Source: an optimization exercise on an open RTL-to-GDS flow (aim: small area, a short achievable clock period and few clock cycles per item). Production flows keep margins and buffers that such runs may drop. Function was checked by simulation only, so behaviour that the tests miss may differ from the original. Power figures rest on the tool's default switching activity, not on a simulated workload.

==> flow/design.v (outline; a module is shown in full before it is edited, if it fits) <==
// module tgs_sqrt: 93 lines
// module tgs_div: 74 lines
// module tgs_mul: 3417 lines
// module tree_group_shrink_top: 836 lines
module tree_group_shrink_top (
  input  wire logic        clk_i,
  input  wire logic        rst_ni,
  input  wire logic        start,
  output logic             busy,
  input  wire logic [99:0] in_word_i,
  input  wire logic        cfg_valid_i,
  output logic             cfg_ready_o,
  input  wire logic [6:0]  cfg_data_i,
  output logic             out_valid_o,
  output logic [40:0]      out_word_o
);
  // ...
==> flow/flow/run.sh <==
#!/bin/bash
# Layout flow: the standard flow (standard.sh: ORFS synthesis through finish, then the final
# DEF), with the timing repair steps asked to keep this much setup slack on the design's own
# clock, so that they keep working on paths well inside the clock period.
set -euo pipefail
export SETUP_SLACK_MARGIN=12.5
bash standard.sh > standard_flow.log 2>&1
==> flow/standard.sh <==
#!/bin/bash
# synth_recipe.tcl (not shown) runs the flow's synth.tcl, then flattens the netlist and writes it again
# the make line also repeats each setting of config.mk as NAME=value (left out here)
make -C /OpenROAD-flow-scripts/flow DESIGN_CONFIG=/design/flow/config.mk WORK_HOME=/design/flow/orfs CLKGATE_MAP_FILE= SYNTH_SCRIPT=/design/flow/synth_recipe.tcl "${@:-finish}"
==> flow/config.mk <==
export PLATFORM = sky130hd
export DESIGN_NAME = tree_group_shrink_top
export DESIGN_NICKNAME = tree_group_shrink_top
export VERILOG_FILES = /design/flow/design.v
export SDC_FILE = /design/flow/constraint.sdc
export NUM_CORES = 8
export LEC_CHECK = 0
export CAP_MARGIN = 20
export CORE_MARGIN = 2
export CORE_UTILIZATION = 45
export CTS_CLUSTER_DIAMETER = 180
export CTS_CLUSTER_SIZE = 16
export PLACE_DENSITY = 0.5
export SLEW_MARGIN = 20
==> flow/constraint.sdc <==
create_clock -name core_clock -period 18.0 [get_ports {clk_i}]
set_input_delay 3.6000 -clock core_clock [delete_from_list [all_inputs] [get_ports {clk_i}]]
set_output_delay 3.6000 -clock core_clock [all_outputs]
set_load 0.01 [all_outputs]
==> impl_metrics.ini, run 1 <==
[drt]
remaining_drc_errors = 0
drt_iter0_markers = 52200
drt-met1-wl_um = 841000
drt-total-wl_um = 2120000

[grt]
grt_pass1_vias = 325000
busiest_layer = met2
overflow = 0
grt.met3_usage_pct = 7.98
grt_usage_pct = 37.7
grt_use_met2_pct = 57.0

[synth]
syn-cell-area_mm2 = 0.486
synth_mux_area_share_pct = 2.26
syn_nets = 39200
netlist_instances = 36500
synth-compound-area-share_pct = 14.2

[floorplanning]
die_h_um = 1040
die_area_mm2 = 1.09
fp-row-count = 381
start_util_pct = 45.2

[finish]
clkbuf_count = 1166
nFlopsAndLatches = 10300
final_common_cell = edfxtp_1
sh_seq_area_pct = 55.4
antenna_cells = 184
design_area_mm2 = 0.537
buffer_area_share_pct = 2.59

[power]
combinationalPower_w = 0.0663
finalPower_w = 0.116
power_leader = combinational logic
clkPwrFrac_pct = 14.0

[critical_path]
worstPathCellList = buf_12 > buf_12 > buf_4 > mux2i_1 > o221ai_2 > a22oi_2 > buf_12 > nand3_4 > o211ai_1 > buf_4 > nand3_2 > or4_1 > or4_4 > a21oi_4 > nand4_1 > nor4_4 > a31oi_4 > a21boi_4 > buf_8 > buf_12 > a21oi_4
cp-start-kind = flop
rr_worst_depth = 21
critPathLaunch = didx_q[2]$_DFFE_PN0P_
worstPathRequired_ps = 18840

[sta]
tns_ps = 0
skew_ps = 126
setup_viol = 0
final.min_clock_period_ps = 5590
fin_crit_sh_pct = 31.1

[clocking]
clkLatencyLatePin_ps = 1220

[status]
status = complete, no violations

[min_path]
hold_path_end = b4_mag[0][28]$_DFF_P_
Testbench counts, summed over its fixed seeds: cycles 18,662, runs 96.
==> module tgs_div, before the edit <==
module tgs_div (
  input  wire logic        clk_i,
  input  wire logic        rst_ni,
  input  wire logic        kill_i,
  input  wire logic        load_i,
  input  wire logic [35:0] r_i,
  input  wire logic [30:0] l_i,
  output logic             busy_o,
  output logic             done_o,
  input  wire logic        take_i,
  output logic [31:0]      q_o
);
  logic [35:0] r_q, rem_q;
  logic [37:0] r3_q;
  logic [31:0] q_q;
  logic [4:0]  cnt_q;
  logic        run_q, done_q;
  logic [38:0] t, c1, c2, c3;
  logic [35:0] rem1;
  logic [1:0]  dg;
  always_comb begin
    t  = {1'b0, rem_q, 2'b00};
    c1 = t - {3'd0, r_q};
    c2 = t - {2'd0, r_q, 1'b0};
    c3 = t - {1'b0, r3_q};
    if (!c3[38]) begin
      rem1 = c3[35:0];
      dg = 2'd3;
    end else if (!c2[38]) begin
      rem1 = c2[35:0];
      dg = 2'd2;
    end else if (!c1[38]) begin
      rem1 = c1[35:0];
      dg = 2'd1;
    end else begin
      rem1 = t[35:0];
      dg = 2'd0;
    end
  end
  always_ff @(posedge clk_i or negedge rst_ni) begin
    if (!rst_ni) begin
      run_q <= 1'b0;
      done_q <= 1'b0;
    end else if (kill_i) begin
      run_q <= 1'b0;
      done_q <= 1'b0;
    end else begin
      if (load_i) begin
        run_q <= 1'b1;
        done_q <= 1'b0;
      end else if (run_q && cnt_q == 5'd1) begin
        run_q <= 1'b0;
        done_q <= 1'b1;
      end else if (take_i) begin
        done_q <= 1'b0;
      end
    end
  end
  always_ff @(posedge clk_i) begin
    if (load_i) begin
      r_q <= r_i;
      r3_q <= {2'b00, r_i} + {1'b0, r_i, 1'b0};
      rem_q <= r_i - {5'd0, l_i};
      cnt_q <= 5'd16;
    end else if (run_q) begin
      rem_q <= rem1;
      q_q <= {q_q[29:0], dg};
      cnt_q <= cnt_q - 5'd1;
    end
  end
  assign busy_o = run_q | done_q;
  assign done_o = done_q;
  assign q_o = q_q;
endmodule
==> module tree_group_shrink_top, before the edit <==
module tree_group_shrink_top (
  input  wire logic        clk_i,
  input  wire logic        rst_ni,
  input  wire logic        start,
  output logic             busy,
  input  wire logic [99:0] in_word_i,
  input  wire logic        cfg_valid_i,
  output logic             cfg_ready_o,
  input  wire logic [6:0]  cfg_data_i,
  output logic             out_valid_o,
  output logic [40:0]      out_word_o
);
  localparam int K = 8;                  
  localparam int KW = 3;
  localparam bit SUM_FIRST = 1'b1;       
  localparam int NB = 2;                 
  localparam int CW = 3;                 
  localparam int NF = 3;                 
  localparam logic [1:0] E_IDLE = 2'd0, E_COMP = 2'd1, E_ERR = 2'd3;
  localparam logic [1:0] T_SUM = 2'd0, T_SCL = 2'd1, T_FIN = 2'd2;
  localparam logic [2:0] G_SUMW = 3'd0, G_SUMI = 3'd1, G_INB = 3'd2, G_QRDY = 3'd3,
                         G_DONE = 3'd4;
  localparam logic [1:0] M_SCL = 2'd0, M_ZERO = 2'd1, M_KEEP = 2'd2;
  logic        busy_q, rdy_q;
  logic        cv_q;
  logic [99:0] cw_q;
  logic [6:0]  len_q;
  logic        acc_cmd, acc_run;
  assign acc_cmd = start & ~busy_q;
  assign acc_run = acc_cmd & (in_word_i[99:98] == 2'd2);
  assign busy = busy_q;
  assign cfg_ready_o = rdy_q;
  always_ff @(posedge clk_i) cw_q <= in_word_i;
  logic [1:0]  c_op;
  logic [5:0]  c_eidx, c_slot;
  logic [31:0] c_eval;
  logic [7:0]  c_s, c_e;
  logic [30:0] c_w;
  logic [6:0]  c_cnt;
  assign c_op = cw_q[99:98];
  assign c_eidx = cw_q[97:92];
  assign c_eval = cw_q[91:60];
  assign c_slot = cw_q[59:54];
  assign c_s = cw_q[53:46];
  assign c_e = cw_q[45:38];
  assign c_w = cw_q[37:7];
  assign c_cnt = cw_q[6:0];
  logic cv_elem, cv_grp, cv_run;
  assign cv_elem = cv_q && c_op == 2'd0;
  assign cv_grp = cv_q && c_op == 2'd1;
  assign cv_run = cv_q && c_op == 2'd2;
  logic [31:0] vmem [64];
  logic [31:0] xmem [64];
  logic [42:0] tmem [64];    
  logic [63:0] ne_q;         
  logic        root0_q, broot0_q;
  logic [30:0] w0_q;
  logic        g_ne, g_bad;
  logic [5:0]  g_a, g_b;
  assign g_ne = $signed(c_s) <= $signed(c_e);
  assign g_bad = ($signed(c_s) < 8'sd1) || ($signed(c_e) > 8'sd64);
  assign g_a = c_s[5:0] - 6'd1;
  assign g_b = c_e[5:0] - 6'd1;
  always_ff @(posedge clk_i) begin
    if (cv_elem) vmem[c_eidx] <= c_eval;
    if (cv_grp) begin
      tmem[c_slot] <= g_bad ? {6'd1, 6'd0, c_w} : {g_a, g_b, c_w};
      ne_q[c_slot] <= g_ne;
      if (c_slot == 6'd0) begin
        root0_q <= (c_s == 8'hff) && (c_e == 8'hff);
        broot0_q <= (c_s == 8'hff) && (c_e != 8'hff);
        w0_q <= c_w;
      end
    end
  end
  logic [1:0]  est_q;
  logic        rq_q;
  logic [6:0]  runc_q;
  logic [6:0]  n_q;
  logic [5:0]  nm1_q, pnm1_q;
  logic        root_q;
  logic [5:0]  last_q, gi_q;
  logic        scan_q;
  logic [1:0]  errst_q;
  logic [63:0] raw_q, pend_q;
  logic [63:0] zb_q [2];     
  logic        rb_q;         
  logic        s0;
  logic [6:0]  s_n, s_c;
  logic        s_root, s_broot;
  logic [63:0] s_m;
  logic [5:0]  s_last;
  logic        s_any;
  always_comb begin
    s_n = (len_q == 7'd0) ? 7'd1 : ((len_q > 7'd64) ? 7'd64 : len_q);
    s_c = (runc_q > 7'd64) ? 7'd64 : runc_q;
    s_root = (s_c != 7'd0) && root0_q;
    s_broot = (s_c != 7'd0) && broot0_q;
    for (int i = 0; i < 64; i++) s_m[i] = ne_q[i] && (7'(i) < s_c) && !(i == 0 && s_root);
    s_last = '0;
    for (int i = 0; i < 64; i++) if (s_m[i]) s_last = 6'(i);
    s_any = |s_m;
  end
  logic        fv_q, fne_q, flast_q;
  logic [5:0]  fa_q, fb_q;
  logic [30:0] fl_q;
  logic        f_err, f_drop, f_load, f_take;
  logic [42:0] t_rd;
  logic        t_ne;
  logic [63:0] goh;          
  always_comb begin
    t_rd = '0;
    t_ne = 1'b0;
    goh = 64'd1 << gi_q;
    for (int i = 0; i < 64; i++) begin
      t_rd = t_rd | (tmem[i] & {43{goh[i]}});
      t_ne = t_ne | (ne_q[i] & goh[i]);
    end
  end
  logic [K-1:0]  ev_q;
  logic [2:0]    est_e [K];
  logic [5:0]    ea_q [K];
  logic [5:0]    eb_q [K];
  logic [30:0]   el_q [K];
  logic [K-1:0]  elast_q;
  logic [K-1:0]  etag_q;       
  logic [1:0]    emode_q [K];
  logic [KW-1:0] hd_q, tl_q, sidx_q, didx_q;
  logic [KW:0]   cnt_q, nsum_q;
  logic [CW-1:0] cred_q;
  logic        pv_q, pl2_q, pfirst_q;
  logic [1:0]  pl2l_q;       
  logic [1:0]  pt_q;
  logic [4:0]  pp_q, pe_q;
  logic [5:0]  plo_q, phi_q;
  logic        stag_q;       
  logic [KW-1:0] spidx_q;    
  logic        kv_q;
  logic [4:0]  kpp_q, kpe_q;
  logic [5:0]  klo_q, khi_q;
  logic [31:0] kq_q;
  logic [31:0] koh_q;
  logic        xv_q, xnr_q, xgap_q, xro_q, xbk_q;
  logic [1:0]  xm_q;
  logic [4:0]  xpp_q, xpe_q;
  logic [5:0]  xhi_q, xa_q, xb_q;
  logic [31:0] xq_q;
  logic [31:0] xoh_q;
  logic [31:0] pq_q;
  logic [31:0] poh_q;        
  logic        b1_v, b1_l2, b1_last, b1_first;
  logic [1:0]  b1_l2in;
  logic [1:0]  b1_t, b1_m, b1_act, b1_inr, b1_rr, b1_cp;
  logic [4:0]  b1_p;
  logic [31:0] b1_q;
  logic [31:0] b1_val [2];
  logic        b2_v, b2_l2, b2_last, b2_first;
  logic [1:0]  b2_l2in;
  logic [1:0]  b2_t, b2_act, b2_sign, b2_inc, b2_zout, b2_cp;
  logic [4:0]  b2_p;
  logic [31:0] b2_mag [2];
  logic [16:0] b2_one [2];
  logic [16:0] b2_two [2];
  logic [16:0] b2_neg [2];
  logic        b3_v, b3_l2, b3_last, b3_first;
  logic [1:0]  b3_l2in;
  logic [1:0]  b3_t, b3_act, b3_sign, b3_inc, b3_zout, b3_cp;
  logic [31:0] b3_mag [2];
  logic [4:0]  b3_p;
  logic [69:0] b3_s [2];
  logic [69:0] b3_c [2];
  logic        b4_v, b4_last;
  logic [1:0]  b4_t, b4_act, b4_sign, b4_inc, b4_zout, b4_cp;
  logic [31:0] b4_mag [2];
  logic [4:0]  b4_p;
  logic [31:0] b4_r [2];
  logic [69:0] acs_q, acc_q;    
  logic [69:0] sum_q;           
  logic [61:0] l2_q, l2d_q;
  logic        sv_q, sd_q;      
  logic        h_v, h_last;
  logic [5:0]  h_j;
  logic [31:0] h_val;
  logic [NF-1:0] bf_v;
  logic [68:0] bf_s [NF];
  logic [30:0] bf_l [NF];
  logic        sq_load, sq_busy, dv_done, dv_take, dv_busy;
  assign dv_busy = 1'b0;
  logic [31:0] dv_q;
  logic [CW-1:0] n_take;
  logic        kill;
  logic [KW-1:0] hd, sc;
  assign hd = hd_q;
  assign sc = sidx_q;
  logic        big, dec_zero, dec_keep, dec_b, dec_zk;
  assign big = sum_q > {8'd0, l2d_q};
  assign dec_zero = sd_q && !big;
  assign dec_keep = sd_q && big && el_q[didx_q] == 31'd0;
  assign dec_b = sd_q && big && el_q[didx_q] != 31'd0;
  assign dec_zk = dec_zero || dec_keep;
  logic        zm_en;
  logic [63:0] zmask;
  assign zm_en = dec_zero && !elast_q[didx_q];
  always_comb for (int j = 0; j < 64; j++)
    zmask[j] = zm_en && (6'(j) >= ea_q[didx_q]) && (6'(j) <= eb_q[didx_q]);
  logic        stall, beat, beat_el, lastbeat, a_free;
  logic        kstall, kbeat, klast, k_free;
  logic        xstall, xbeat, xlast;
  logic        scl_rdy, iss_scl, iss_sum, iss_fin0, iss_fin, blocked, retire;
  logic [1:0]  act, xact, kact, own;
  logic        pend_e, pend_o, xpend_e, xpend_o, kpend_e, kpend_o;
  logic [31:0] roh;
  always_comb begin
    pend_e = 1'b0;
    pend_o = 1'b0;
    xpend_e = 1'b0;
    xpend_o = 1'b0;
    kpend_e = 1'b0;
    kpend_o = 1'b0;
    for (int p = 0; p < 32; p++) begin
      pend_e = pend_e | (poh_q[p] & pend_q[2*p]);
      pend_o = pend_o | (poh_q[p] & pend_q[2*p+1]);
      xpend_e = xpend_e | (xoh_q[p] & pend_q[2*p]);
      xpend_o = xpend_o | (xoh_q[p] & pend_q[2*p+1]);
      kpend_e = kpend_e | (koh_q[p] & pend_q[2*p]);
      kpend_o = kpend_o | (koh_q[p] & pend_q[2*p+1]);
    end
  end
  assign xact[0] = 1'b1;
  assign xact[1] = {xpp_q, 1'b1} <= xhi_q;
  assign xstall = xpend_e | (xpend_o & xact[1]) | xgap_q;
  logic        xsel, ksel;
  assign xsel = xv_q && !xgap_q;
  assign ksel = kv_q && !xsel;
  assign xbeat = xsel && !xstall;
  assign xlast = xbeat && xpp_q == xpe_q;
  assign kact[0] = {kpp_q, 1'b0} >= klo_q;
  assign kact[1] = {kpp_q, 1'b1} <= khi_q;
  assign kstall = (kpend_e & kact[0]) | (kpend_o & kact[1]);
  assign kbeat = ksel && !kstall;
  assign klast = kbeat && kpp_q == kpe_q;
  assign k_free = !kv_q || klast;
  assign act[0] = {pp_q, 1'b0} >= plo_q;
  assign act[1] = {pp_q, 1'b1} <= phi_q;
  always_comb begin
    for (int l = 0; l < 2; l++) begin
      logic [5:0] e;
      e = {pp_q, 1'(l)};
      own[l] = kv_q && e >= klo_q && e <= khi_q && pp_q >= kpp_q;
      for (int j = 0; j < K; j++)
        if (ev_q[j] && etag_q[j] == stag_q && KW'(j) != spidx_q &&
            (est_e[j] == G_SUMI || est_e[j] == G_INB || est_e[j] == G_QRDY) &&
            e >= ea_q[j] && e <= eb_q[j])
          own[l] = 1'b1;
    end
  end
  assign stall = ((pend_e | own[0]) & act[0]) | ((pend_o | own[1]) & act[1]);
  assign beat = pv_q && (pl2_q || !stall) && !xsel && !ksel;
  assign beat_el = pv_q && !pl2_q && !stall && !xsel && !ksel;
  assign lastbeat = beat_el && pp_q == pe_q;
  assign a_free = !pv_q || lastbeat;
  assign roh = xsel ? xoh_q : (ksel ? koh_q : poh_q);
  assign blocked = 1'b0;
  assign scl_rdy = est_q == E_COMP && ev_q[hd] &&
                   ((est_e[hd] == G_INB && dv_done) || est_e[hd] == G_QRDY);
  assign iss_sum = a_free && est_q == E_COMP && nsum_q != '0 && cred_q != '0;
  logic        tail_act, tail_ok;
  assign tail_act = ev_q[hd] && etag_q[hd] != rb_q;
  assign iss_fin = scl_rdy && elast_q[hd] && !xv_q && k_free;
  assign iss_scl = k_free && scl_rdy && !elast_q[hd] && (!xv_q || eb_q[hd] < {xpp_q, 1'b0});
  assign iss_fin0 = s0 && !s_broot && !s_any;
  assign dv_take = (iss_scl || iss_fin) && est_e[hd] == G_INB;
  assign retire = ev_q[hd] && (iss_scl || iss_fin || est_e[hd] == G_DONE);
  logic f_bad;
  assign f_bad = fv_q && fne_q && (fa_q > fb_q || {1'b0, fb_q} >= n_q);
  assign f_err = est_q == E_COMP && f_bad && !tail_act;
  assign f_drop = fv_q && !fne_q;
  assign f_load = est_q == E_COMP && fv_q && fne_q && !f_bad && cnt_q != (KW+1)'(K);
  assign f_take = f_drop || f_load;
  assign kill = f_err;
  logic [68:0] sq_s;
  logic [30:0] sq_l;
  logic [5:0]  sq_k, dk;
  assign sq_load = (bf_v[0] || dec_b) && !sq_busy;
  assign sq_s = bf_v[0] ? bf_s[0] : sum_q[68:0];
  assign sq_l = bf_v[0] ? bf_l[0] : el_q[didx_q];
  assign sq_k = dk;
  logic [NB-1:0] l_sqb, l_sqd, l_dvb, l_dvd, l_dvl;
  logic [35:0]   l_r [NB];
  logic [30:0]   l_l [NB];
  logic [31:0]   l_q [NB];
  localparam int NBW = (NB > 1) ? $clog2(NB) : 1;
  logic [NBW-1:0] bl_in_q, bl_out_q;
  assign sq_busy = l_sqb[bl_in_q];
  assign dv_done = l_dvd[bl_out_q];
  assign dv_q = l_q[bl_out_q];
  always_comb begin
    n_take = '0;
    for (int u = 0; u < NB; u++) n_take = n_take + CW'(l_dvl[u]);
  end
  always_ff @(posedge clk_i or negedge rst_ni) begin
    if (!rst_ni) begin
      bl_in_q <= '0;
      bl_out_q <= '0;
    end else if (kill) begin
      bl_in_q <= '0;
      bl_out_q <= '0;
    end else begin
      if (sq_load) bl_in_q <= (bl_in_q == NB - 1) ? '0 : bl_in_q + 1'b1;
      if (dv_take) bl_out_q <= (bl_out_q == NB - 1) ? '0 : bl_out_q + 1'b1;
    end
  end
  for (genvar u = 0; u < NB; u++) begin : g_bl
    assign l_dvl[u] = l_sqd[u] && !l_dvb[u];
    tgs_sqrt u_sqrt (
      .clk_i, .rst_ni, .kill_i(kill), .load_i(sq_load && bl_in_q == u), .s_i(sq_s), .l_i(sq_l),
      .busy_o(l_sqb[u]), .done_o(l_sqd[u]), .take_i(l_dvl[u]), .r_o(l_r[u]), .l_o(l_l[u])
    );
    tgs_div u_div (
      .clk_i, .rst_ni, .kill_i(kill), .load_i(l_dvl[u]), .r_i(l_r[u]), .l_i(l_l[u]),
      .busy_o(l_dvb[u]), .done_o(l_dvd[u]), .take_i(dv_take && bl_out_q == u), .q_o(l_q[u])
    );
  end
  logic fin_inflight;
  assign fin_inflight = (b1_v && b1_t == T_FIN) || (b2_v && b2_t == T_FIN) ||
                        (b3_v && b3_t == T_FIN) || (b4_v && b4_t == T_FIN) || h_v;
  assign tail_ok = est_q == E_COMP && !scan_q && !fv_q && cnt_q == (KW+1)'(1) && ev_q[hd] &&
                   elast_q[hd] && !tail_act && est_e[hd] != G_SUMW && !pv_q && !kv_q && !xv_q &&
                   raw_q == '0;
  assign s0 = rq_q && pend_q == '0 &&
              ((est_q == E_IDLE && (!xv_q || (xro_q && s_any && !s_broot))) ||
               (tail_ok && s_any && !s_broot));
  logic [1:0] est_n;
  logic       rq_n;
  always_comb begin
    est_n = est_q;
    rq_n = rq_q;
    if (cv_run) rq_n = 1'b1;
    if (est_q == E_COMP && iss_fin && !tail_act) est_n = E_IDLE;
    if (s0) begin
      rq_n = 1'b0;
      if (s_broot) est_n = E_ERR;
      else if (!s_any) est_n = E_IDLE;
      else est_n = E_COMP;
    end
    if (est_q == E_COMP) begin
      if (f_err) est_n = E_ERR;
    end
    if (est_q == E_ERR && !xv_q && !fin_inflight) est_n = E_IDLE;
  end
  logic busy_d, xv_n, xro_n, take_ok;
  assign xv_n = (xv_q && !xlast) || iss_fin || iss_fin0;
  assign xro_n = (iss_fin || iss_fin0) ? (iss_fin && raw_q == '0) : xro_q;
  assign take_ok = (est_n == E_IDLE && !(xv_n && !xro_n)) ||
                   (est_n == E_COMP && !s0 && raw_q == '0 && !scan_q && !fv_q);
  assign busy_d = acc_run || cv_run || rq_n || !take_ok;
  always_ff @(posedge clk_i or negedge rst_ni) begin
    if (!rst_ni) begin
      busy_q <= 1'b0;
      rdy_q <= 1'b0;
      cv_q <= 1'b0;
      len_q <= 7'd64;
      est_q <= E_IDLE;
      rq_q <= 1'b0;
    end else begin
      busy_q <= busy_d;
      rdy_q <= ~busy_d;
      cv_q <= acc_cmd;
      if (cfg_valid_i && rdy_q) len_q <= cfg_data_i;
      est_q <= est_n;
      rq_q <= rq_n;
    end
  end
  always_ff @(posedge clk_i) begin
    if (cv_run) runc_q <= c_cnt;
    if (s0) begin
      n_q <= s_n;
      nm1_q <= 6'(s_n - 7'd1);
      pnm1_q <= nm1_q;
      root_q <= s_root;
      last_q <= s_last;
      errst_q <= 2'd1;
    end
    if (f_err) errst_q <= 2'd2;
  end
  always_ff @(posedge clk_i or negedge rst_ni) begin
    if (!rst_ni) begin
      scan_q <= 1'b0;
      fv_q <= 1'b0;
    end else if (kill) begin
      scan_q <= 1'b0;
      fv_q <= 1'b0;
    end else if (s0) begin
      scan_q <= !s_broot && s_any;
      fv_q <= 1'b0;
    end else begin
      if (f_take) fv_q <= 1'b0;
      if (scan_q && (!fv_q || f_take)) begin
        fv_q <= 1'b1;
        if (gi_q == last_q) scan_q <= 1'b0;
      end
    end
  end
  always_ff @(posedge clk_i) begin
    if (s0) begin
      gi_q <= s_root ? 6'd1 : 6'd0;
    end else if (scan_q && (!fv_q || f_take)) begin
      gi_q <= gi_q + 6'd1;
      fne_q <= t_ne;
      {fa_q, fb_q, fl_q} <= t_rd;
      flast_q <= gi_q == last_q;
    end
  end
  always_ff @(posedge clk_i or negedge rst_ni) begin
    if (!rst_ni) begin
      ev_q <= '0;
      hd_q <= '0;
      tl_q <= '0;
      sidx_q <= '0;
      didx_q <= '0;
      cnt_q <= '0;
      nsum_q <= '0;
      cred_q <= CW'(NF);
    end else if (kill) begin
      ev_q <= '0;
      hd_q <= '0;
      tl_q <= '0;
      sidx_q <= '0;
      didx_q <= '0;
      cnt_q <= '0;
      nsum_q <= '0;
      cred_q <= CW'(NF);
    end else begin
      if (retire) begin
        ev_q[hd] <= 1'b0;
        hd_q <= hd_q + 1'b1;
      end
      if (f_load) begin
        ev_q[tl_q] <= 1'b1;
        tl_q <= tl_q + 1'b1;
      end
      cnt_q <= cnt_q + (KW+1)'(f_load) - (KW+1)'(retire);
      nsum_q <= nsum_q + (KW+1)'(f_load) - (KW+1)'(iss_sum);
      if (iss_sum) sidx_q <= sidx_q + 1'b1;
      if (sd_q) didx_q <= didx_q + 1'b1;
      cred_q <= cred_q - CW'(iss_sum) + CW'(dec_zk) + CW'(sq_load);
    end
  end
  always_ff @(posedge clk_i) begin
    if (f_load) begin
      est_e[tl_q] <= G_SUMW;
      ea_q[tl_q] <= fa_q;
      eb_q[tl_q] <= fb_q;
      el_q[tl_q] <= fl_q;
      elast_q[tl_q] <= flast_q;
      etag_q[tl_q] <= rb_q;
    end
    if (iss_sum) est_e[sc] <= G_SUMI;
    if (sd_q) begin
      if (dec_b) begin
        est_e[didx_q] <= G_INB;
      end else if (elast_q[didx_q]) begin
        est_e[didx_q] <= G_QRDY;
        emode_q[didx_q] <= dec_zero ? M_ZERO : M_KEEP;
      end else begin
        est_e[didx_q] <= G_DONE;
      end
    end
  end
  always_ff @(posedge clk_i or negedge rst_ni) begin
    if (!rst_ni) bf_v <= '0;
    else if (kill) bf_v <= '0;
    else begin
      logic pop, push;
      logic [NF-1:0] v;
      pop = sq_load && bf_v[0];
      push = dec_b && !(sq_load && !bf_v[0]);
      v = pop ? (bf_v >> 1) : bf_v;
      if (push) v = {v[NF-2:0], 1'b1};
      bf_v <= v;
    end
  end
  always_ff @(posedge clk_i) begin
    logic pop;
    logic [NF-1:0] v, vp;
    pop = sq_load && bf_v[0];
    v = pop ? (bf_v >> 1) : bf_v;
    vp = {v[NF-2:0], 1'b1};           
    for (int i = 0; i < NF; i++) begin
      if (dec_b && !v[i] && vp[i]) begin
        bf_s[i] <= sum_q[68:0];
        bf_l[i] <= el_q[didx_q];
      end else if (pop && i < NF - 1) begin
        bf_s[i] <= bf_s[i+1];
        bf_l[i] <= bf_l[i+1];
      end
    end
  end
  always_ff @(posedge clk_i or negedge rst_ni) begin
    if (!rst_ni) begin
      pv_q <= 1'b0;
      kv_q <= 1'b0;
      xv_q <= 1'b0;
      xgap_q <= 1'b0;
    end else begin
      if (lastbeat) pv_q <= 1'b0;
      if (iss_sum) pv_q <= 1'b1;
      if (kill) pv_q <= 1'b0;
      if (klast) kv_q <= 1'b0;
      if (iss_scl) kv_q <= 1'b1;
      if (kill) kv_q <= 1'b0;
      xv_q <= xv_n;
      xgap_q <= xbeat && !xlast;
    end
  end
  always_ff @(posedge clk_i) begin
    if (beat) begin
      pl2_q <= 1'b0;
      if (beat_el) pfirst_q <= 1'b0;
      if (beat_el) begin
        pp_q <= pp_q + 5'd1;
        poh_q <= {poh_q[30:0], 1'b0};
      end
    end
    if (iss_sum) begin
      pt_q <= T_SUM;
      pfirst_q <= 1'b1;
      pl2_q <= !ea_q[sc][0] && eb_q[sc][0];
      pl2l_q <= {!ea_q[sc][0] && !eb_q[sc][0], ea_q[sc][0]};
      pp_q <= ea_q[sc][5:1];
      poh_q <= 32'd1 << ea_q[sc][5:1];
      pe_q <= eb_q[sc][5:1];
      plo_q <= ea_q[sc];
      phi_q <= eb_q[sc];
      pq_q <= {1'b0, el_q[sc]};
      stag_q <= etag_q[sc];
      spidx_q <= sc;
    end
    if (kbeat) begin
      kpp_q <= kpp_q + 5'd1;
      koh_q <= {koh_q[30:0], 1'b0};
    end
    if (iss_scl) begin
      kq_q <= dv_q;
      kpp_q <= ea_q[hd][5:1];
      koh_q <= 32'd1 << ea_q[hd][5:1];
      kpe_q <= eb_q[hd][5:1];
      klo_q <= ea_q[hd];
      khi_q <= eb_q[hd];
    end
    if (xbeat) begin
      xpp_q <= xpp_q + 5'd1;
      xoh_q <= {xoh_q[30:0], 1'b0};
    end
    if (iss_fin) begin
      xq_q <= dv_q;
      xm_q <= est_e[hd] == G_INB ? M_SCL : emode_q[hd];
      xa_q <= ea_q[hd];
      xb_q <= eb_q[hd];
      xnr_q <= 1'b0;
      xpp_q <= 5'd0;
      xoh_q <= 32'd1;
      xpe_q <= tail_act ? pnm1_q[5:1] : nm1_q[5:1];
      xhi_q <= tail_act ? pnm1_q : nm1_q;
      xro_q <= tail_act || raw_q == '0;
      xbk_q <= etag_q[hd];
    end
    if (iss_fin0) begin
      xm_q <= M_KEEP;
      xnr_q <= 1'b1;
      xpp_q <= 5'd0;
      xoh_q <= 32'd1;
      xpe_q <= 5'((s_n - 7'd1) >> 1);
      xhi_q <= 6'(s_n - 7'd1);
      xro_q <= 1'b0;
      xbk_q <= ~rb_q;
    end
  end
  logic [1:0]  wr_en;
  always_ff @(posedge clk_i or negedge rst_ni) begin
    if (!rst_ni) begin
      pend_q <= '0;
    end else if (kill) begin
      pend_q <= '0;
    end else begin
      for (int j = 0; j < 64; j++) begin
        if (kbeat && koh_q[j/2] && kact[j%2]) pend_q[j] <= 1'b1;
        else if (wr_en[j%2] && b4_p == 5'(j/2)) pend_q[j] <= 1'b0;
      end
    end
  end
  always_ff @(posedge clk_i or negedge rst_ni) begin
    if (!rst_ni) rb_q <= 1'b0;
    else if (s0) rb_q <= ~rb_q;
  end
  always_ff @(posedge clk_i) begin
    for (int j = 0; j < 64; j++) begin
      if (s0) begin
        raw_q[j] <= 7'(j) < s_n;
        zb_q[~rb_q][j] <= 1'b0;
      end else if (wr_en[j%2] && b4_p == 5'(j/2)) begin
        raw_q[j] <= 1'b0;
        zb_q[rb_q][j] <= 1'b0;
      end else if (zmask[j]) begin
        raw_q[j] <= 1'b0;
        zb_q[rb_q][j] <= 1'b1;
      end
    end
  end
  always_ff @(posedge clk_i or negedge rst_ni) begin
    if (!rst_ni) begin
      b1_v <= 1'b0;
      b2_v <= 1'b0;
      b3_v <= 1'b0;
      b4_v <= 1'b0;
    end else begin
      b1_v <= xbeat || ((kbeat || beat) && !kill);
      b2_v <= b1_v && !(kill && b1_t != T_FIN);
      b3_v <= b2_v && !(kill && b2_t != T_FIN);
      b4_v <= b3_v && !(kill && b3_t != T_FIN);
    end
  end
  logic [31:0] rd_val [2];
  logic [1:0]  rd_raw;
  logic [63:0] zsel, rsel;
  always_comb begin
    for (int j = 0; j < 64; j++) begin
      zsel[j] = (xsel ? xbk_q : rb_q) ? zb_q[1][j] : zb_q[0][j];
      rsel[j] = raw_q[j] && !(xsel && xro_q);
    end
    for (int l = 0; l < 2; l++) begin
      rd_val[l] = '0;
      rd_raw[l] = 1'b0;
      for (int p = 0; p < 32; p++) begin
        rd_val[l] = rd_val[l] | (vmem[2*p+l] & {32{roh[p] & rsel[2*p+l]}}) |
                    (xmem[2*p+l] & {32{roh[p] & ~rsel[2*p+l] & ~zsel[2*p+l]}});
        rd_raw[l] = rd_raw[l] | (roh[p] & rsel[2*p+l]);
      end
    end
  end
  always_ff @(posedge clk_i) begin
    b1_t <= xsel ? T_FIN : (ksel ? T_SCL : T_SUM);
    b1_l2 <= pl2_q && !xsel && !ksel;
    b1_first <= pfirst_q;
    b1_l2in <= {pl2l_q[1] && !pl2_q && pp_q == pe_q, pl2l_q[0] && !pl2_q && pfirst_q} &
               {2{!xsel && !ksel}};
    b1_p <= xsel ? xpp_q : (ksel ? kpp_q : pp_q);
    b1_last <= xsel ? xlast : (ksel ? klast : lastbeat);
    b1_m <= xm_q;
    b1_act <= xsel ? xact : (ksel ? kact : (pl2_q ? 2'b01 : act));
    b1_inr[0] <= !xnr_q && {xpp_q, 1'b0} >= xa_q && {xpp_q, 1'b0} <= xb_q;
    b1_inr[1] <= !xnr_q && {xpp_q, 1'b1} >= xa_q && {xpp_q, 1'b1} <= xb_q;
    b1_q <= xsel ? xq_q : (ksel ? kq_q : pq_q);
    b1_rr <= rd_raw & {2{root_q}};
    b1_cp <= rd_raw & act & {2{!xsel && !ksel && !pl2_q && !tail_act &&
                               (!xv_q || xbk_q == rb_q || pp_q < xpp_q)}};
    b1_val[0] <= rd_val[0];
    b1_val[1] <= rd_val[1];
  end
  logic [30:0] leff [2];
  logic [32:0] sp [2];
  logic [32:0] sm [2];
  logic [31:0] mag0 [2];
  logic [31:0] opb [2];
  logic [34:0] be [2];
  logic [1:0]  byp;
  always_comb begin
    for (int l = 0; l < 2; l++) begin
      leff[l] = b1_rr[l] ? w0_q : 31'd0;
      sp[l] = {b1_val[l][31], b1_val[l]} - {2'b00, leff[l]};             
      sm[l] = {~b1_val[l][31], ~b1_val[l]} + 33'd1 - {2'b00, leff[l]};   
      if (!b1_act[l]) mag0[l] = 32'd0;
      else if (!b1_val[l][31]) mag0[l] = sp[l][32] ? 32'd0 : sp[l][31:0];
      else mag0[l] = sm[l][32] ? 32'd0 : sm[l][31:0];
      byp[l] = b1_t == T_FIN && !(b1_inr[l] && b1_m == M_SCL);
      if (b1_l2) opb[l] = (l == 0) ? b1_q : 32'd0;
      else if (b1_l2in[l]) opb[l] = b1_q;
      else if (b1_t == T_SUM) opb[l] = mag0[l];
      else if (byp[l]) opb[l] = 32'hffff_ffff;
      else opb[l] = b1_q;
      be[l] = {2'b00, opb[l], 1'b0};
    end
  end
  always_ff @(posedge clk_i) begin
    b2_t <= b1_t;
    b2_l2 <= b1_l2;
    b2_first <= b1_first;
    b2_l2in <= b1_l2in;
    b2_p <= b1_p;
    b2_last <= b1_last;
    b2_act <= b1_act;
    for (int l = 0; l < 2; l++) begin
      b2_sign[l] <= b1_val[l][31];
      b2_cp[l] <= b1_cp[l] && !b1_l2in[l];
      b2_zout[l] <= b1_t == T_FIN && b1_inr[l] && b1_m == M_ZERO;
      b2_inc[l] <= byp[l] && mag0[l] != 32'd0;
      b2_mag[l] <= b1_l2 ? ((l == 0) ? b1_q : 32'd0) : (b1_l2in[l] ? b1_q : mag0[l]);
      for (int i = 0; i < 17; i++) begin
        b2_one[l][i] <= be[l][2*i+1] ^ be[l][2*i];
        b2_two[l][i] <= (be[l][2*i+2] & ~be[l][2*i+1] & ~be[l][2*i]) |
                        (~be[l][2*i+2] & be[l][2*i+1] & be[l][2*i]);
        b2_neg[l][i] <= be[l][2*i+2];
      end
    end
  end
  logic [69:0] m_s [2];
  logic [69:0] m_c [2];
  for (genvar l = 0; l < 2; l++) begin : g_mul
    tgs_mul u_mul (.a(b2_mag[l]), .one(b2_one[l]), .two(b2_two[l]), .neg(b2_neg[l]),
                   .s_o(m_s[l]), .c_o(m_c[l]));
  end
  always_ff @(posedge clk_i) begin
    b3_t <= b2_t;
    b3_l2 <= b2_l2;
    b3_first <= b2_first;
    b3_l2in <= b2_l2in;
    b3_p <= b2_p;
    b3_last <= b2_last;
    b3_act <= b2_act;
    b3_sign <= b2_sign;
    b3_cp <= b2_cp;
    b3_mag[0] <= b2_mag[0];
    b3_mag[1] <= b2_mag[1];
    b3_inc <= b2_inc;
    b3_zout <= b2_zout;
    for (int l = 0; l < 2; l++) begin
      b3_s[l] <= m_s[l];
      b3_c[l] <= m_c[l];
    end
  end
  logic        t_sum, in1;
  logic [69:0] ad_s, ad_c, l1_s, l1_c, x1, y1, x2, y2, x3, y3, x4, y4;
  logic [69:0] p0sum, p1sum;
  assign t_sum = b3_t == T_SUM;
  assign in1 = t_sum && b3_l2in == 2'b00;
  always_comb begin
    ad_s = (t_sum && !b3_l2 && !b3_first) ? acs_q : 70'd0;
    ad_c = (t_sum && !b3_l2 && !b3_first) ? acc_q : 70'd0;
    l1_s = in1 ? b3_s[1] : 70'd0;
    l1_c = in1 ? b3_c[1] : 70'd0;
    x1 = ad_s ^ ad_c ^ b3_s[0];
    y1 = {(ad_s[68:0] & ad_c[68:0]) | (ad_s[68:0] & b3_s[0][68:0]) |
          (ad_c[68:0] & b3_s[0][68:0]), 1'b0};
    x2 = b3_c[0] ^ l1_s ^ l1_c;
    y2 = {(b3_c[0][68:0] & l1_s[68:0]) | (b3_c[0][68:0] & l1_c[68:0]) |
          (l1_s[68:0] & l1_c[68:0]), 1'b0};
    x3 = x1 ^ y1 ^ x2;
    y3 = {(x1[68:0] & y1[68:0]) | (x1[68:0] & x2[68:0]) | (y1[68:0] & x2[68:0]), 1'b0};
    x4 = x3 ^ y3 ^ y2;
    y4 = {(x3[68:0] & y3[68:0]) | (x3[68:0] & y2[68:0]) | (y3[68:0] & y2[68:0]), 1'b0};
  end
  assign p0sum = b3_s[0] + b3_c[0];
  assign p1sum = b3_s[1] + b3_c[1];
  always_ff @(posedge clk_i) begin
    b4_t <= b3_t;
    b4_p <= b3_p;
    b4_last <= b3_last;
    b4_act <= b3_act;
    b4_sign <= b3_sign;
    b4_cp <= b3_cp;
    b4_mag[0] <= b3_mag[0];
    b4_mag[1] <= b3_mag[1];
    b4_inc <= b3_inc;
    b4_zout <= b3_zout;
    b4_r[0] <= p0sum[63:32];
    b4_r[1] <= p1sum[63:32];
    if (b3_v && t_sum) begin
      if (b3_l2) begin
        l2_q <= p0sum[61:0];
        acs_q <= '0;
        acc_q <= '0;
      end else if (b3_l2in[0]) begin
        l2_q <= p0sum[61:0];
        acs_q <= b3_s[1];
        acc_q <= b3_c[1];
      end else begin
        acs_q <= x4;
        acc_q <= y4;
        if (b3_l2in[1]) l2_q <= p1sum[61:0];
      end
    end
    if (sv_q) begin
      sum_q <= acs_q + acc_q;
      l2d_q <= l2_q;
    end
  end
  always_ff @(posedge clk_i or negedge rst_ni) begin
    if (!rst_ni) begin
      sv_q <= 1'b0;
      sd_q <= 1'b0;
    end else if (kill) begin
      sv_q <= 1'b0;
      sd_q <= 1'b0;
    end else begin
      sv_q <= b3_v && t_sum && b3_last;
      sd_q <= sv_q;
    end
  end
  logic [31:0] res [2];
  logic [31:0] wval [2];
  always_comb begin
    for (int l = 0; l < 2; l++) begin
      if (b4_cp[l]) res[l] = b4_mag[l];
      else res[l] = b4_zout[l] ? 32'd0 : (b4_r[l] + {31'd0, b4_inc[l]});
      wval[l] = b4_sign[l] ? (32'd0 - res[l]) : res[l];
    end
  end
  assign wr_en = ({2{b4_v && b4_t == T_SCL}} & b4_act) | ({2{b4_v && b4_t == T_SUM}} & b4_cp);
  always_ff @(posedge clk_i) begin
    if (wr_en[0]) xmem[{b4_p, 1'b0}] <= wval[0];
    if (wr_en[1]) xmem[{b4_p, 1'b1}] <= wval[1];
  end
  logic fin4;
  assign fin4 = b4_v && b4_t == T_FIN;
  logic err_emit;
  assign err_emit = est_q == E_ERR && !xv_q && !fin_inflight;
  always_ff @(posedge clk_i or negedge rst_ni) begin
    if (!rst_ni) begin
      out_valid_o <= 1'b0;
      h_v <= 1'b0;
    end else begin
      out_valid_o <= fin4 || h_v || err_emit;
      h_v <= fin4 && b4_act[1];
    end
  end
  always_ff @(posedge clk_i) begin
    if (fin4) out_word_o <= {wval[0], b4_p, 1'b0, b4_last && !b4_act[1], 2'b00};
    else if (h_v) out_word_o <= {h_val, h_j, h_last, 2'b00};
    else out_word_o <= {32'd0, 6'd0, 1'b1, errst_q};
  end
  always_ff @(posedge clk_i) begin
    h_val <= wval[1];
    h_j <= {b4_p, 1'b1};
    h_last <= b4_last;
  end
endmodule
==> run 2: changes to the inputs <==
--- a/flow/design.v
+++ b/flow/design.v
@@ -184,3 +184,3 @@
         run_q <= 1'b0;
-        done_q <= 1'b1;
+        done_q <= !take_i;
       end else if (take_i) begin
@@ -203,4 +203,4 @@
   assign busy_o = run_q | done_q;
-  assign done_o = done_q;
-  assign q_o = q_q;
+  assign done_o = done_q || (run_q && cnt_q == 5'd1);
+  assign q_o = done_q ? q_q : {q_q[29:0], dg};
 endmodule
@@ -3643,3 +3643,2 @@
   localparam int KW = 3;
-  localparam bit SUM_FIRST = 1'b1;       
   localparam int NB = 2;                 
@@ -3761,3 +3760,2 @@
   logic [1:0]  pl2l_q;       
-  logic [1:0]  pt_q;
   logic [4:0]  pp_q, pe_q;
@@ -3818,3 +3816,2 @@
   logic [31:0] dv_q;
-  logic [CW-1:0] n_take;
   logic        kill;
@@ -3837,3 +3834,3 @@
   logic        xstall, xbeat, xlast;
-  logic        scl_rdy, iss_scl, iss_sum, iss_fin0, iss_fin, blocked, retire;
+  logic        scl_rdy, iss_scl, iss_sum, iss_fin0, iss_fin, retire;
   logic [1:0]  act, xact, kact, own;
@@ -3891,3 +3888,2 @@
   assign roh = xsel ? xoh_q : (ksel ? koh_q : poh_q);
-  assign blocked = 1'b0;
   assign scl_rdy = est_q == E_COMP && ev_q[hd] &&
@@ -3911,3 +3907,2 @@
   logic [30:0] sq_l;
-  logic [5:0]  sq_k, dk;
   assign sq_load = (bf_v[0] || dec_b) && !sq_busy;
@@ -3915,3 +3910,2 @@
   assign sq_l = bf_v[0] ? bf_l[0] : el_q[didx_q];
-  assign sq_k = dk;
   logic [NB-1:0] l_sqb, l_sqd, l_dvb, l_dvd, l_dvl;
@@ -3925,6 +3919,2 @@
   assign dv_q = l_q[bl_out_q];
-  always_comb begin
-    n_take = '0;
-    for (int u = 0; u < NB; u++) n_take = n_take + CW'(l_dvl[u]);
-  end
   always_ff @(posedge clk_i or negedge rst_ni) begin
@@ -4154,3 +4144,2 @@
     if (iss_sum) begin
-      pt_q <= T_SUM;
       pfirst_q <= 1'b1;
--- a/flow/config.mk
+++ b/flow/config.mk
@@ -7,8 +7,8 @@
 export LEC_CHECK = 0
-export CAP_MARGIN = 20
+export CAP_MARGIN = 30
 export CORE_MARGIN = 2
-export CORE_UTILIZATION = 45
+export CORE_UTILIZATION = 52
 export CTS_CLUSTER_DIAMETER = 180
 export CTS_CLUSTER_SIZE = 16
-export PLACE_DENSITY = 0.5
-export SLEW_MARGIN = 20
+export PLACE_DENSITY = 0.58
+export SLEW_MARGIN = 30
==> run 2 against run 1 <==
Effect of this change: combinational power shrank 13%; largest cell class unchanged; sequential share of layout area grew 0.54 points; critical path depth shrank 7; design area shrank 0.94%; worst hold slack lost 24 ps; critical endpoint is now b1_val[1][5]$_DFF_P_; global-route usage grew 3.6 points.
==> impl_metrics.ini, run 2 <==
[status]
status = complete, no violations

[synth]
yosysMostFrequentCell = edfxtp_1
syn-cell-area_mm2 = 0.485
yosysWarnings = 50
ys_ff_latch = 10300
yosysSeqAreaShare_pct = 61.3
synth_largest_area_cell = edfxtp_1
synthDistinctLibCells = 109
syn_nets = 39100
synthArstFlopShare_pct = 1.31
netlist_instances = 36400
synth_area_leaders = edfxtp_1 55%, dfxtp_1 5.1%, fa_1 4.9%
netlist_top_cells_count = 8968 x edfxtp_1, 3014 x a22oi_1, 2034 x nand2_1
yosysTopAreaCellShare_pct = 55.5
synth_top_flop_cell = edfxtp_1
synth_edf_count = 8968
avgSynthCellArea_um2 = 13.3

[finish]
final_layout_size_suffix_gt1_share_pct = 9.85
top_register = tmem
finish.net_count = 39200
final_cell_mix = 8968 x edfxtp_1, 3012 x a22oi_1, 2013 x nand2_1
largest_reg_flops = 2752
final_util_pct = 57.3
final_common_cell = edfxtp_1
syn_to_final_growth_pct = 9.69
largestRegisters = tmem x2752, vmem x2048, xmem x2048

[critical_path]
cp-start-kind = flop
crit_slowest_cell = nor2_1
worstPathRequired_ps = 18920
path_delay_family = simple AND/OR/NAND/NOR gates
arrival_ps = 6570
path_buf_inv = 4
crit-reg2reg-launch = xv_q$_DFF_PN0_
worstSetupEndpoint = b1_val[1][5]$_DFF_P_
critPathMaxStageDelay_ps = 750
worstPathCellList = nor2b_4 > buf_8 > nand2_2 > buf_4 > nand2_1 > nor2b_4 > buf_4 > buf_4 > a22oi_1 > nand4_1 > nor2_1 > nand4_1 > nor4_1 > nand4_1
cp-end-kind = flop
rr_worst_depth = 14
critPathLaunch = xv_q$_DFF_PN0_
crit_type = reg -> reg
crit_cells = 14
ff2ff_setup_slack_ps = 12350
path_max_fanout = 69
r2r-end = b1_val[1][5]$_DFF_P_

[clocking]
ctsHoldBuffers = 0
clk_pin_slew_worst_paths_ps = 80
cts_made_buffers = 733
clock_path_buffers = 5
clkLatencyLatePin_ps = 1180
cts_tree = done
cts_sinks = 10300
cts-root-buf = clkbuf_16
h-tree-depth = 6

[sta]
final.min_clock_period_ps = 5650
fin_crit_sh_pct = 31.4
final-hold-violation-count = 0
skew_ps = 150
rsz0062_at_grt = true
drv_slew = 0
setup_viol = 0
whs_ps = 278
tns_ps = 0
tightestPinTransition_ps = 1170
slew_headroom_pct = 21.6
max_freq_ghz = 0.177

[drt]
dr.pass1.iters = 8
remaining_drc_errors = 0
num_vias = 345000
drt-total-wl_um = 2000000
wl_per_cell_um = 40.5
ant_nets = 0
via_per_inst = 6.97
drt_iter0_markers = 56200

[power]
p_leak_nw = 184
ir_drop_v = 0.000692
power-per-cell-area_mw_per_mm2 = 201

[floorplanning]
start_util_pct = 52.2
io_pins = 155
core_area_mm2 = 0.930
fp-row-count = 354
die_area_mm2 = 0.941
die_h_um = 970
die_w_um = 970

[grt]
grt_pass1_wl_um = 2700000
grt_antenna_before_repair = 233
grt_max_degree = 108
grt_usage_pct = 41.3
overflow = 0
grt_pass1_vias = 325000

[job]
drv_cap = 0

[min_path]
whs_path_depth = 0
hp-class = reg -> reg

[placed_design]
portBuffers = 154
dpl.hpwl_um = 1260000
place.gp.congestion = 0.996
==> run 2: worst min-delay path by stage <==
stage                               start                     to  slack (ps)
detailed placement     b2_l2in[1]$_DFF_P_     b3_l2in[1]$_DFF_P_         310
floorplan                b1_first$_DFF_P_       b2_first$_DFF_P_         310
finish              b3_mag[1][16]$_DFF_P_  b4_mag[1][16]$_DFF_P_         280
global route        b3_mag[1][16]$_DFF_P_  b4_mag[1][16]$_DFF_P_         280
global placement    b3_mag[0][15]$_DFF_P_  b4_mag[0][15]$_DFF_P_         310
CTS                 b3_mag[1][16]$_DFF_P_  b4_mag[1][16]$_DFF_P_         290
==> run 2: metrics by stage <==
stage / total power, W / instance area [um2] / instances / setup slack (ps)
6_report: 0.107 / 532000 / 49500 / 12350
5_1_grt: 0.113 / 532000 / 49400 / 12410
4_1_cts: 0.106 / 530000 / 49200 / 12400
3_5_place_dp: 0.0898 / 508000 / 47900 / 10140
3_3_place_gp: 0.0892 / 507000 / 47900 / 10200
2_1_floorplan: 0.0665 / 485000 / 36400 / 12030
==> run 2: what timing repair did <==
action / CTS / global route
pin swaps: 19 / 27
setup buffers: 71 / 43
hold endpoints to repair: 0 / 0
endpoints found under the setup margin: 2408 / 1378
resized for setup: 280 / 220
gates cloned: 10 / 3
==> run 2: cell type report <==
| type | instances | area [um2] |
|---|---|---|
| Antenna cell | 230 | 576 |
| Clock buffer | 1149 | 20200 |
| Clock inverter | 31 | 470 |
| Fill cell | 74700 | 397000 |
| Inverter | 1755 | 6660 |
| Multi-Input combinational cell | 22200 | 178000 |
| Sequential cell | 10300 | 298000 |
| Tap cell | 12300 | 15400 |
| Timing Repair Buffer | 1443 | 12700 |
==> run 2: logic make-up (layout without fill, tap and decap cells) <==
group	count (synthesis)	in the layout	synth area share, %
AND/OR/NAND/NOR	6993	6998	7.06
flip-flops	10300	10300	61.3
AO/OA/AOI/OAI	9610	9616	14.1
XOR/XNOR	2104	2104	3.80
other	0	230	0
adder cells (fa/ha/maj)	2573	2573	8.46
buffers and inverters	3854	4378	3.03
multiplexers	935	935	2.22
==> run 2: metal layers <==
metal,wire [um],share of wire [%],vias up,global-route usage (%)
met1,733000,37,175000,55.3
met2,866000,43,25300,61.7
met4,148000,7.4,84,24.1
met3,253000,13,5159,10.5
met5,647,0.032,-,0.0553
li1,-,-,139000,-
==> run 2: worst reg2reg max path: cells and delay by family, from the launching register on <==
family          cells  cell delay (ps)
simple gates        9             3220
buf+inv             4             1500
flops               1              540
compound gates      1              240
==> run 2: power by group <==
part           internal (W)  switching, W  total [W]
logic                0.0203        0.0372     0.0575
registers            0.0310       0.00255     0.0336
clock network       0.00771       0.00845     0.0162
total                0.0590        0.0482      0.107
Testbench counts of run 2, summed over its fixed seeds: cycles 18,360, runs 96.
==> run 3: changes to the inputs <==
--- a/flow/flow/run.sh
+++ b/flow/flow/run.sh
@@ -5,3 +5,3 @@
 set -euo pipefail
-export SETUP_SLACK_MARGIN=12.5
+export SETUP_SLACK_MARGIN=12.75
 bash standard.sh > standard_flow.log 2>&1
==> run 3 against run 2 <==
Effect of this change: still clean on timing, DRC and antenna; synthesized cell count unchanged; combinational power increased by 1%; sequential power about the same; flip-flop and latch count unchanged; largest cell class unchanged; largest power group unchanged.
==> impl_metrics.ini, run 3 <==
[drt]
wl_per_cell_um = 40.6
via_per_inst = 6.99
dr.pass1.iters = 7
remaining_drc_errors = 0
num_vias = 347000
ant_nets = 0
drt_iter0_markers = 56000
drt-total-wl_um = 2010000

[power]
p_sw_w = 0.0487
power-per-cell-area_mw_per_mm2 = 202
p_leak_nw = 185
seq_power_share_pct = 31.1
clkPwrFrac_pct = 15.0
ir_drop_v = 0.000741
power.internal_w = 0.0594
comb_power_share_pct = 53.8
swShare_pct = 45.1

[synth]
ys_ff_latch = 10300
syn_nets = 39100
yosysSeqAreaShare_pct = 61.3
synth_top_flop_cell = edfxtp_1
synthDistinctLibCells = 109
yosysTopAreaCellShare_pct = 55.5
netlist_top_cells_count = 8968 x edfxtp_1, 3014 x a22oi_1, 2034 x nand2_1
synth_largest_area_cell = edfxtp_1
synth_area_leaders = edfxtp_1 55%, dfxtp_1 5.1%, fa_1 4.9%
netlist_instances = 36400
syn-cell-area_mm2 = 0.485
yosysWarnings = 50
yosysMostFrequentCell = edfxtp_1
avgSynthCellArea_um2 = 13.3
synth_edf_count = 8968
synthArstFlopShare_pct = 1.31

[sta]
final-hold-violation-count = 0
slew_headroom_pct = 21.3
max_freq_ghz = 0.180
tightestPinTransition_ps = 1180
setup_viol = 0
fin_crit_sh_pct = 30.9
tns_ps = 0
drv_slew = 0
rsz0062_at_grt = true
skew_ps = 174
final.min_clock_period_ps = 5550

[critical_path]
worstPathCellList = buf_6
cp-end-kind = primary output
critPathMaxStageDelay_ps = 610
ff2ff_setup_slack_ps = 12710
path_buf_inv = 1
cp-start-kind = flop
crit_slowest_cell = dfrtp_4
worstPathRequired_ps = 14400
arrival_ps = 1950
path_max_fanout = 2
path_delay_family = flip-flops
crit_type = reg -> out

[finish]
final_layout_size_suffix_gt1_share_pct = 10.6
top_register = tmem
largestRegisters = tmem x2752, vmem x2048, xmem x2048
finish.net_count = 39300
largest_reg_flops = 2752
syn_to_final_growth_pct = 10.2
n_fill_cell = 74200
final_common_cell = edfxtp_1
design_area_mm2 = 0.535
final_cell_mix = 8968 x edfxtp_1, 3009 x a22oi_1, 2008 x nand2_1

[clocking]
cts_made_buffers = 733
clk_pin_slew_worst_paths_ps = 70
cts_sinks = 10300
h-tree-depth = 6
clock_path_buffers = 5
cts_tree = done
cts-root-buf = clkbuf_16
ctsHoldBuffers = 0
clkLatencyLatePin_ps = 1210

[grt]
grt_pass1_vias = 325000
grt_antenna_before_repair = 212
grt_usage_pct = 41.4
overflow = 0
grt_pass1_wl_um = 2710000
grt_max_degree = 128

[floorplanning]
die_area_mm2 = 0.941
start_util_pct = 52.2
io_pins = 155
die_w_um = 970
fp-row-count = 354
core_area_mm2 = 0.930
die_h_um = 970

[placed_design]
postPlaceCellArea_mm2 = 0.508
place.gp.congestion = 0.994
dpl.hpwl_um = 1270000
portBuffers = 154

[min_path]
hp-class = reg -> reg

[job]
drv_cap = 0

[status]
status = complete, no violations
-- run 3: power groups by stage --
| stage | clock (W) | combinational [W] | sequential [W] |
|---|---|---|---|
| after detailed placement | 0 | 0.0560 | 0.0341 |
| after global routing | 0.0170 | 0.0633 | 0.0337 |
| after floorplan | 0 | 0.0339 | 0.0326 |
| after CTS | 0.0163 | 0.0570 | 0.0336 |
| final | 0.0162 | 0.0582 | 0.0337 |
| after global placement | 0 | 0.0553 | 0.0341 |
-- run 3: cell families after synthesis --
logic type,share of synthesized area [%]
and+or+nand+nor,7.06
adders and majority gates,8.46
AOI/OAI and AO/OA,14.1
xor gates and xnor gates,3.80
DFF,61.3
buffers and inverters,3.03
muxes,2.22
-- run 3: metrics by stage --
stage	hold slack [ps]	setup slack (ps)	utilization, %	cells	power [W]
after floorplan	310	12030	-	36400	0.0665
after global placement	310	10630	54.5	47900	0.0895
after detailed placement	312	10580	54.6	47900	0.0901
after CTS	286	12410	57.2	49300	0.107
after global routing	301	12440	57.5	49500	0.114
final	279	12450	57.5	49600	0.108
-- run 3: worst paths after layout --
| check | start | endpoint | cells past startpoint |
|---|---|---|---|
| setup / recovery | rdy_q$_DFF_PN0_ | cfg_ready_o | 1 |
| hold / removal | b3_mag[1][20]$_DFF_P_ | b4_mag[1][20]$_DFF_P_ | 0 |
| setup reg to reg | gi_q[3]$_SDFFCE_PP0P_ | fl_q[7]$_DFFE_PP_ | 9 |
| hold reg to reg | b3_mag[1][20]$_DFF_P_ | b4_mag[1][20]$_DFF_P_ | 0 |
| max in group asynchronous | rst_ni | len_q[2]$_DFFE_PN0P_ | 3 |
| min in group asynchronous | rst_ni | bf_v[0]$_DFF_PN0_ | 1 |
-- run 3: layer usage --
| layer | share of wire (%) | GRT usage, % |
|---|---|---|
| met1 | 37 | 55.9 |
| met2 | 43 | 61.4 |
| met3 | 13 | 11.1 |
| met4 | 6.9 | 22.8 |
| met5 | 0.024 | 0.0654 |
-- run 3: repair_timing --
action | CTS | global route
resized for setup | 598 | 306
buffers inserted | 99 | 56
cloned | 19 | 12
endpoints found under the setup margin | 2665 | 1472
pin swaps | 43 | 47
-- run 3: final cells by class --
| cell class | instances | area (um2) | area share, % |
|---|---|---|---|
| clock buffer | 1158 | 20200 | 3.78 |
| antenna | 241 | 603 | 0.113 |
| inverter | 1755 | 6690 | 1.25 |
| sequential | 10300 | 298000 | 55.7 |
| multi-input combinational | 22200 | 179000 | 33.5 |
| timing repair inverter | 2 | 16.3 | 0.00304 |
| clock inverter | 35 | 646 | 0.121 |
| tap | 12300 | 15400 | 2.87 |
| timing repair buffer | 1521 | 13900 | 2.60 |
==> run 4: changes to the inputs <==
--- a/flow/flow/run.sh
+++ b/flow/flow/run.sh
@@ -5,3 +5,3 @@
 set -euo pipefail
-export SETUP_SLACK_MARGIN=12.75
+export SETUP_SLACK_MARGIN=13.0
 bash standard.sh > standard_flow.log 2>&1
==> run 4 against run 3 <==
Effect of this change: combinational power rose by 2%; highest routed layer unchanged; synthesized cell count did not move; cell count rose by 0.40%; flip-flop and latch count did not move; via count increased by 0.23%; utilization up 0.60 points; clock power barely moved; critical path type unchanged.
==> impl_metrics.ini, run 4 <==
[synth]
synth_top_family_by_area = compound AO/OA/AOI/OAI gates
synthDistinctLibCells = 109
avgSynthCellArea_um2 = 13.3
synth-adder-area-share_pct = 8.46
synthArstFlopShare_pct = 1.31
synth_xor_area_share_pct = 3.80
synth_top_flop_cell = edfxtp_1
yosysWarnings = 50
syn_nets = 39100
yosys.area_share.simple_pct = 7.06
netlist_instances = 36400
synth_largest_area_cell = edfxtp_1
ys_ff_latch = 10300
synth_edf_count = 8968
netlist_top_cells_count = 8968 x edfxtp_1, 3014 x a22oi_1, 2034 x nand2_1
yosysMostFrequentCell = edfxtp_1
yosysSeqAreaShare_pct = 61.3
synth_area_leaders = edfxtp_1 55%, dfxtp_1 5.1%, fa_1 4.9%
synth-compound-area-share_pct = 14.1
synth_mux_area_share_pct = 2.22
yosysTopAreaCellShare_pct = 55.5
syn-cell-area_mm2 = 0.485

[status]
status = complete, no violations

[grt]
grt_usage_pct = 41.4
grt_max_degree = 151
grt_antenna_before_repair = 193
grt_pass1_wl_um = 2710000
overflow = 0
grt_pass1_vias = 326000

[clocking]
h-tree-depth = 6
clkLatencyLatePin_ps = 1200
cts_made_buffers = 733
clk_pin_slew_worst_paths_ps = 90
clock_path_buffers = 5
cts_tree = done
cts-root-buf = clkbuf_16
cts_sinks = 10300

[drt]
via_per_inst = 6.98
drt_iter0_markers = 55800
dr.pass1.iters = 7
num_vias = 347000
ant_nets = 0
drt-total-wl_um = 2010000
remaining_drc_errors = 0
wl_per_cell_um = 40.4

[finish]
n_fill_cell = 74200
largest_reg_flops = 2752
syn_to_final_growth_pct = 11.3
design_area_mm2 = 0.540
largestRegisters = tmem x2752, vmem x2048, xmem x2048
final_cell_mix = 8968 x edfxtp_1, 3004 x a22oi_1, 1978 x nand2_1
finish.net_count = 39500
final_layout_size_suffix_gt1_share_pct = 12.1
top_register = tmem
final_common_cell = edfxtp_1

[placed_design]
dpl.hpwl_um = 1250000
dpl_worst_slack_ps = 9830
postPlaceCellArea_mm2 = 0.508
portBuffers = 154
place.gp.congestion = 0.990

[sta]
skew_ps = 175
final-hold-violation-count = 0
max_freq_ghz = 0.179
final.min_clock_period_ps = 5580
setup_viol = 0
tns_ps = 0
worst_slack_ps = 12420
slew_headroom_pct = 21.1
rsz0062_at_grt = true
tightestPinTransition_ps = 1180
drv_slew = 0
fin_crit_sh_pct = 31.0

[floorplanning]
fp-row-count = 354
core_area_mm2 = 0.930
die_w_um = 970
die_area_mm2 = 0.941
die_h_um = 970
io_pins = 155
start_util_pct = 52.2

[critical_path]
path_buf_inv = 1
ff2ff_setup_slack_ps = 12740
path_max_fanout = 2
crit_cells = 1
arrival_ps = 1980
path_delay_family = flip-flops
worstPathRequired_ps = 14400
cp-end-kind = primary output
r2r-end = zb_q[1][46]$_DFFE_PP_
crit-reg2reg-launch = didx_q[1]$_DFFE_PN0P_
rr_worst_depth = 21
crit_type = reg -> out
crit_slowest_cell = dfrtp_4
cp-start-kind = flop
critPathLaunch = rdy_q$_DFF_PN0_
critPathMaxStageDelay_ps = 640
worstPathCellList = buf_6
worstSetupEndpoint = cfg_ready_o

[power]
power-per-cell-area_mw_per_mm2 = 202
ir_drop_v = 0.000722
p_leak_nw = 187

[job]
drv_cap = 0

[min_path]
hp-class = reg -> reg
[run 4: cell count changes in the layout (fill, tap and decap cells not counted), sizes merged, moves of 2 or more]
cell	change
buf	+241
inv	-4
nor2	-2
a21o	+6
bufbuf	+9
bufinv	-3
diode	-52
[run 4: power by group]
part | internal [W] | switching [W]
Clock | 0.00777 | 0.00847
Combinational | 0.0213 | 0.0380
Sequential | 0.0310 | 0.00244
Total | 0.0601 | 0.0489
[run 4: through the flow]
stage | utilization (%) | std cells | hold slack, ps | total power [W]
2_1_floorplan | - | 36400 | 310 | 0.0665
3_3_place_gp | 54.5 | 47900 | 310 | 0.0893
3_5_place_dp | 54.6 | 47900 | 312 | 0.0900
4_1_cts | 57.5 | 49400 | 298 | 0.107
5_1_grt | 58.1 | 49700 | 299 | 0.115
6_report | 58.1 | 49800 | 297 | 0.109
[run 4: what timing repair did]
action                                  4_1_cts  5_1_grt
pin swaps                                   108      128
gates resized for setup                     977      612
endpoints found under the setup margin     3024     1865
hold buffers                                  0        0
setup buffers                               243      143
gates cloned                                 34       16
[run 4: cells by family after synthesis]
group	count (synthesis)
compound gates	9610
buf+inv	3854
xor+xnor	2104
fa+ha+maj	2573
mux	935
flops	10300
simple gates	6993
[run 4: worst min path at each step]
stage | start | end | cells after the start
after floorplan | b1_first$_DFF_P_ | b2_first$_DFF_P_ | 0
after global placement | b2_l2$_DFF_P_ | b3_l2$_DFF_P_ | 0
after detailed placement | b3_mag[1][6]$_DFF_P_ | b4_mag[1][6]$_DFF_P_ | 0
after CTS | b3_mag[0][1]$_DFF_P_ | b4_mag[0][1]$_DFF_P_ | 0
after global routing | b3_mag[0][1]$_DFF_P_ | b4_mag[0][1]$_DFF_P_ | 0
final | b3_mag[0][28]$_DFF_P_ | b4_mag[0][28]$_DFF_P_ | 0
[run 4: final cells by class]
| class | count | area, um2 | area share, % |
|---|---|---|---|
| sequential | 10300 | 298000 | 55.2 |
| clock inverter | 31 | 588 | 0.109 |
| inverter | 1755 | 6710 | 1.24 |
| timing repair buffer | 1770 | 16900 | 3.12 |
| tap | 12300 | 15400 | 2.84 |
| clock buffer | 1160 | 20300 | 3.76 |
| multi-input combinational | 22200 | 182000 | 33.7 |
| antenna | 189 | 473 | 0.0875 |
[run 4: per-layer routing]
| layer | vias to the layer above | wire, um | GRT usage [%] |
|---|---|---|---|
| met4 | 60 | 143000 | 23.0 |
| li1 | 140000 | - | - |
| met2 | 25300 | 869000 | 61.8 |
| met5 | - | 443 | 0.0201 |
| met1 | 177000 | 745000 | 56.0 |
| met3 | 4998 | 255000 | 10.4 |

==> afterwards: timing with drivers on the ports <==
How much do the figures lean on ideal ports? The routed layouts below were timed once more, with nothing changed but the port constraints. Step 1, drivers: a clkbuf_16 drives clk_i and a buf_2 each remaining input, both assumed. Step 2 adds t to the input delays and takes it off the output delays; t is the mean of the earliest and latest rising clock arrival at the registers after step 1. Input paths then give back, and output paths get back, about the clock's delay inside the block. Slacks: no drivers / after step 1 / after step 2; pairs: no drivers / after step 1.
| run | t (ns) | setup WS [ns] | worst slew at a driven data input, ns |
|---|---|---|---|
| run 1 | 1.363 | 12.407 / 12.238 / 11.858 | 0.25 |
| run 2 | 1.256 | 12.350 / 12.265 / 12.350 | 0.07 |
| run 3 | 1.308 | 12.445 / 12.256 / 12.140 | 0.20 |
| run 4 | 1.267 | 12.417 / 12.261 / 12.297 | 0.07 |
After both steps setup and hold are still met in every run listed. For run 1, which loses most, drivers alone change the setup slack by -0.169 ns; drivers and shift together by -0.549 ns. The worst setup slack also covers recovery checks on asynchronous resets.
